This design comes from an exercise in tuning for small area on the open sky130 flow, not from production work. Only simulation tests tie the RTL to the original design; equivalence was not proved. Power figures rest on the tool's default switching activity, not on a simulated workload.

==> flow/design.v <==
`timescale 1ns/1ps
`default_nettype none
module fft_seq (
   input  logic clk,
   input  logic rst_n,
   input  logic in_nd,
   output logic ld,
   output logic park,
   output logic cap,
   output logic mac,
   output logic first,
   output logic use_a,
   output logic use_b,
   output logic neg_a,
   output logic shift,
   output logic w1,
   output logic w2,
   output logic out_nd,
   output logic overflow
);
   localparam logic [1:0] S_IDLE = 2'd0;
   localparam logic [1:0] S_LOAD = 2'd1;
   localparam logic [1:0] S_RUN  = 2'd2;    
   localparam logic [1:0] S_BUSY = 2'd3;    
   logic [1:0]  state;
   logic [3:0]  c;            
   logic [3:0]  ph, u;
   logic        w2f;          
   logic [3:0]  lo;           
   logic [3:0]  pm;           
   logic        busy, outp, hit, last, start;
   logic [3:0]  hs, hr, hn;
   logic [2:0]  k;
   assign busy = (state == S_BUSY);
   assign ph   = c;
   assign u    = c;
   assign outp = (pm == 4'd0);
   assign hs   = lo | pm;
   assign hit  = (ph == hs);
   assign last = &hs;
   assign hr   = {hs[0], hs[1], hs[2], hs[3]} + 4'd1;
   assign hn   = {hr[0], hr[1], hr[2], hr[3]} & ~pm;
   assign k[2] = (pm[2] & lo[3]) | (pm[1] & lo[2]) | (pm[0] & lo[1]);
   assign k[1] = (pm[1] & lo[3]) | (pm[0] & lo[2]);
   assign k[0] = pm[0] & lo[3];
   localparam logic [1:0] CLS_T = 2'd0;    
   localparam logic [1:0] CLS_1 = 2'd1;    
   localparam logic [1:0] CLS_2 = 2'd2;    
   logic [1:0] cls;
   logic       swap;
   logic [3:0] step;
   assign cls  = k[0] ? CLS_1 : (k[1] ? CLS_2 : CLS_T);
   assign swap = k[0] ? (k[1] ^ k[2]) : (~k[1] & k[2]);
   always_comb
   begin
      case ({cls, u})
         {CLS_T, 4'd1}: step = 4'b1100;
         {CLS_1, 4'd1}: step = 4'b1101;
         {CLS_1, 4'd2}: step = 4'b1001;
         {CLS_1, 4'd3}: step = 4'b1011;
         {CLS_1, 4'd4}: step = 4'b1101;
         {CLS_1, 4'd5}: step = 4'b1101;
         {CLS_1, 4'd6}: step = 4'b1001;
         {CLS_1, 4'd7}: step = 4'b1100;
         {CLS_1, 4'd8}: step = 4'b1011;
         {CLS_1, 4'd9}: step = 4'b1100;
         {CLS_1, 4'd10}: step = 4'b1011;
         {CLS_1, 4'd11}: step = 4'b1101;
         {CLS_2, 4'd1}: step = 4'b1100;
         {CLS_2, 4'd2}: step = 4'b1011;
         {CLS_2, 4'd3}: step = 4'b1001;
         {CLS_2, 4'd4}: step = 4'b1100;
         {CLS_2, 4'd5}: step = 4'b1011;
         {CLS_2, 4'd6}: step = 4'b1001;
         {CLS_2, 4'd7}: step = 4'b1100;
         {CLS_2, 4'd8}: step = 4'b1011;
         {CLS_2, 4'd9}: step = 4'b1100;
         {CLS_2, 4'd10}: step = 4'b1011;
         {CLS_2, 4'd11}: step = 4'b1001;
         {CLS_2, 4'd12}: step = 4'b1100;
         {CLS_2, 4'd13}: step = 4'b1011;
         default: step = 4'b0000;
      endcase
   end
   assign w1    = busy && (u == -pm);
   assign mac   = busy & step[3];
   assign use_a = swap ? step[1] : step[2];
   assign use_b = swap ? step[2] : step[1];
   assign shift = step[0];
   assign first = (u == 4'd1);
   assign neg_a = k[2] & (k[1] | k[0]);
   logic ready;
   assign ready  = (state == S_IDLE) || ((state == S_RUN) && outp && hit && last);
   assign ld     = in_nd && (ready || (state == S_LOAD));
   assign start  = (state == S_RUN) && !outp && hit;
   assign w2     = w2f;
   assign park   = busy;
   assign cap    = !busy || w1;
   assign out_nd = (state == S_RUN) && outp && hit;
   always_ff @(posedge clk)
   begin
      if (ready && in_nd)
         c <= 4'd2;
      else if (start)
         c <= 4'd1;
      else if (busy && (u == 4'd15))
         c <= hs + 4'd1;
      else
         c <= c + 4'd1;
      w2f <= busy && (u == 4'd15);
      if (state == S_LOAD)
      begin
         lo <= 4'd0;
         pm <= 4'd8;
      end
      else
      begin
         if ((busy && (u == 4'd15)) || out_nd)
            lo <= hn;
         if (w2 && (lo == 4'd0))
            pm <= pm >> 1;
      end
   end
   always_ff @(posedge clk or negedge rst_n)
   begin
      if (!rst_n)
      begin
         state    <= S_IDLE;
         overflow <= 1'b0;
      end
      else
      begin
         if (in_nd && !(ready || (state == S_LOAD)))
            overflow <= 1'b1;
         case (state)
            S_IDLE:
               if (in_nd)
                  state <= S_LOAD;
            S_LOAD:
               if (ph == 4'd0)
                  state <= S_RUN;
            S_RUN:
               if (start)
                  state <= S_BUSY;
               else if (outp && hit && last)
                  state <= in_nd ? S_LOAD : S_IDLE;
            default:
               if (u == 4'd15)
                  state <= S_RUN;
         endcase
      end
   end
endmodule
`default_nettype wire
`timescale 1ns/1ps
`default_nettype none
module fft_bf_unit (
   input  logic        clk,
   input  logic        cap,      
   input  logic        mac,      
   input  logic        first,    
   input  logic        use_a,    
   input  logic        use_b,    
   input  logic        neg_a,    
   input  logic        shift,    
   input  logic        w1,
   input  logic        w2,
   input  logic        pass,
   input  logic [23:0] r0,
   output logic [23:0] wr_data,
   output logic [23:0] bq
);
   logic [13:0] p_re, p_im;
   logic        f_re, f_im;
   logic [13:0] y_re, y_im, x_re, x_im, s_re, s_im;
   logic        neg_re, neg_im, g_re, g_im, zx, cin;
   logic [13:0] b_re, b_im, a_re, a_im;
   assign b_re = {{2{bq[11]}}, bq[11:0]};
   assign b_im = {{2{bq[23]}}, bq[23:12]};
   assign a_re = {{2{r0[11]}}, r0[11:0]};
   assign a_im = {{2{r0[23]}}, r0[23:12]};
   logic sel_a, sel_b, sel_r, sel_2;
   assign sel_a = mac & use_a;
   assign sel_b = mac & use_b;
   assign sel_r = w1;
   assign sel_2 = w2 | pass;
   assign y_re = ({14{sel_a}} & b_re) | ({14{sel_b}} & b_im) | ({14{sel_r}} & a_re)
               | ({14{sel_2}} & {b_re[12:0], 1'b0});
   assign y_im = ({14{sel_a}} & b_im) | ({14{sel_b}} & b_re) | ({14{sel_r}} & a_im)
               | ({14{sel_2}} & {b_im[12:0], 1'b0});
   assign neg_re = (sel_a & neg_a) | w2;
   assign neg_im = (sel_a & neg_a) | sel_b | w2;
   assign zx   = (mac & first) | (pass & ~w2);
   assign cin  = w2;
   assign g_re = (f_re & ~zx) ^ neg_re;
   assign g_im = (f_im & ~zx) ^ neg_im;
   assign x_re = (p_re & {14{~zx}}) ^ {14{g_re}};
   assign x_im = (p_im & {14{~zx}}) ^ {14{g_im}};
   logic [14:0] c_re, c_im;
   assign c_re[0] = cin;
   assign c_im[0] = cin;
   for (genvar i = 0; i < 14; i++)
   begin : g_add
      assign s_re[i]   = x_re[i] ^ y_re[i] ^ c_re[i];
      assign c_re[i+1] = (x_re[i] & y_re[i]) | (c_re[i] & (x_re[i] ^ y_re[i]));
      assign s_im[i]   = x_im[i] ^ y_im[i] ^ c_im[i];
      assign c_im[i+1] = (x_im[i] & y_im[i]) | (c_im[i] & (x_im[i] ^ y_im[i]));
   end
   always_ff @(posedge clk)
   begin
      p_re <= (mac && shift) ? {s_re[13], s_re[13:1]} : s_re;
      p_im <= (mac && shift) ? {s_im[13], s_im[13:1]} : s_im;
      f_re <= mac & neg_re;
      f_im <= mac & neg_im;
      if (cap)
         bq <= r0;
   end
   assign wr_data = {s_im[12:1], s_re[12:1]};
endmodule
`default_nettype wire
`timescale 1ns/1ps
`default_nettype none
module fft_ring (
   input  logic        clk,
   input  logic        ld,
   input  logic        keep,
   input  logic [23:0] in_x,
   input  logic [23:0] wr_data,
   output logic [23:0] r0
);
   logic [23:0] r [15];
   always_ff @(posedge clk)
   begin
      for (int i = 0; i < 14; i++)
         r[i] <= r[i+1];
      if (ld)
         r[14] <= in_x;
      else if (keep)
         r[14] <= r[0];
      else
         r[14] <= wr_data;
   end
   assign r0 = r[0];
endmodule
`default_nettype wire
`timescale 1ns/1ps
`default_nettype none
module fft_dit_top (
   input  logic        clk,
   input  logic        rst_n,
   input  logic [23:0] in_x,
   input  logic        in_nd,
   output logic [23:0] out_x,
   output logic        out_nd,
   output logic        overflow
);
   logic        ld, park, cap, mac, first, use_a, use_b, neg_a, shift, w1, w2;
   logic [23:0] r0, wr_data, bq;
   fft_seq u_seq (
      .clk, .rst_n, .in_nd, .ld, .park, .cap, .mac, .first, .use_a, .use_b, .neg_a,
      .shift, .w1, .w2, .out_nd, .overflow
   );
   fft_bf_unit u_bf (
      .clk, .cap, .mac, .first, .use_a, .use_b, .neg_a, .shift, .w1, .w2,
      .pass (!park), .r0, .wr_data, .bq
   );
   fft_ring u_ring (
      .clk, .ld, .keep (park & !w1), .in_x, .wr_data, .r0
   );
   assign out_x = r0;
endmodule
`default_nettype wire
Settings: LEC_CHECK=0, CAP_MARGIN=20, CORE_MARGIN=2, CORE_UTILIZATION=40, SLEW_MARGIN=20; clock period 10.0 ns.
standard.sh (not shown) runs the stock make flow with config.mk's settings and CLKGATE_MAP_FILE= SYNTH_SCRIPT=/design/flow/synth_recipe.tcl, a recipe that flattens the netlist after the stock synthesis.
==> flow/flow/run.sh <==
#!/bin/bash
# Standard layout with a lighter clock tree and smaller port buffers:
# no dummy clock loads, mid-size clock buffers and bigger sink clusters.
set -euo pipefail
export CTS_ARGS="-sink_clustering_enable -repair_clock_nets -dont_use_dummy_load -buf_list {sky130_fd_sc_hd__clkbuf_4 sky130_fd_sc_hd__clkbuf_8} -sink_clustering_size 18 -sink_clustering_max_diameter 70"
export BUFFER_PORTS_ARGS="-buffer_cell sky130_fd_sc_hd__buf_1"
bash standard.sh > standard.log 2>&1
The starting point completed with no timing, DRC or antenna violations.
Then changed:
--- a/flow/design.v
+++ b/flow/design.v
@@ -22,13 +22,12 @@
    localparam logic [1:0] S_LOAD = 2'd1;
    localparam logic [1:0] S_RUN  = 2'd2;    
    localparam logic [1:0] S_BUSY = 2'd3;    
    logic [1:0]  state;
    logic [3:0]  c;            
    logic [3:0]  ph, u;
-   logic        w2f;          
    logic [3:0]  lo;           
    logic [3:0]  pm;           
    logic        busy, outp, hit, last, start;
    logic [3:0]  hs, hr, hn;
    logic [2:0]  k;
    assign busy = (state == S_BUSY);
@@ -90,37 +89,36 @@
    assign first = (u == 4'd1);
    assign neg_a = k[2] & (k[1] | k[0]);
    logic ready;
    assign ready  = (state == S_IDLE) || ((state == S_RUN) && outp && hit && last);
    assign ld     = in_nd && (ready || (state == S_LOAD));
    assign start  = (state == S_RUN) && !outp && hit;
-   assign w2     = w2f;
-   assign park   = busy;
-   assign cap    = !busy || w1;
+   assign w2     = busy && (u == 4'd0);
+   assign park   = busy && (u != 4'd0);
+   assign cap    = !park || w1;
    assign out_nd = (state == S_RUN) && outp && hit;
    always_ff @(posedge clk)
    begin
       if (ready && in_nd)
          c <= 4'd2;
       else if (start)
          c <= 4'd1;
-      else if (busy && (u == 4'd15))
-         c <= hs + 4'd1;
+      else if (w2)
+         c <= hs + 4'd2;
       else
          c <= c + 4'd1;
-      w2f <= busy && (u == 4'd15);
       if (state == S_LOAD)
       begin
          lo <= 4'd0;
          pm <= 4'd8;
       end
       else
       begin
-         if ((busy && (u == 4'd15)) || out_nd)
+         if (w2 || out_nd)
             lo <= hn;
-         if (w2 && (lo == 4'd0))
+         if (w2 && last)
             pm <= pm >> 1;
       end
    end
    always_ff @(posedge clk or negedge rst_n)
    begin
       if (!rst_n)
@@ -142,13 +140,13 @@
             S_RUN:
                if (start)
                   state <= S_BUSY;
                else if (outp && hit && last)
                   state <= in_nd ? S_LOAD : S_IDLE;
             default:
-               if (u == 4'd15)
+               if (w2)
                   state <= S_RUN;
          endcase
       end
    end
 endmodule
 `default_nettype wire
- global-route usage rises by 0.13 points
- design area came out lower by 0.49%
- clock skew shrinks by 0.011 ns
- clock power drops by about 1%
- routed wire length grows by 2.8%
- power fell by 0.57%
- count of clock-buffer cells in the layout decreases by 1
- die area stays flat
- setup slack is worse by 0.071 ns
- fmax drops by 0.82%
- final cell count shrinks by 0.44%
- hold slack is better by 0.039 ns
- area after synthesis is about the same
- first-iteration DRC count increases by 7.5%

[what the ideal ports hide]
The results above use ideal ports. As a check the final layouts listed here were re-extracted and re-timed, cells and wires unchanged.
Step 1, drivers: a clkbuf_16 drives clk and a buf_2 each remaining input, both assumed.
Step 2, shift: input delay + t, output delay - t, t = (earliest + latest rising clock arrival at the registers) / 2. This alone moves slack from input paths to output paths.
Three values: no drivers, after step 1, after step 2; two values: the first two.
run	t, ns	setup slack, ns	hold WS [ns]	cell pins on the clock port's net
the first run	0.607	1.337 / 1.337 / 1.337	0.269 / 0.269 / 0.269	1
the second run	0.613	1.266 / 1.266 / 1.266	0.308 / 0.308 / 0.308	1
After both steps every run listed still meets setup and hold.
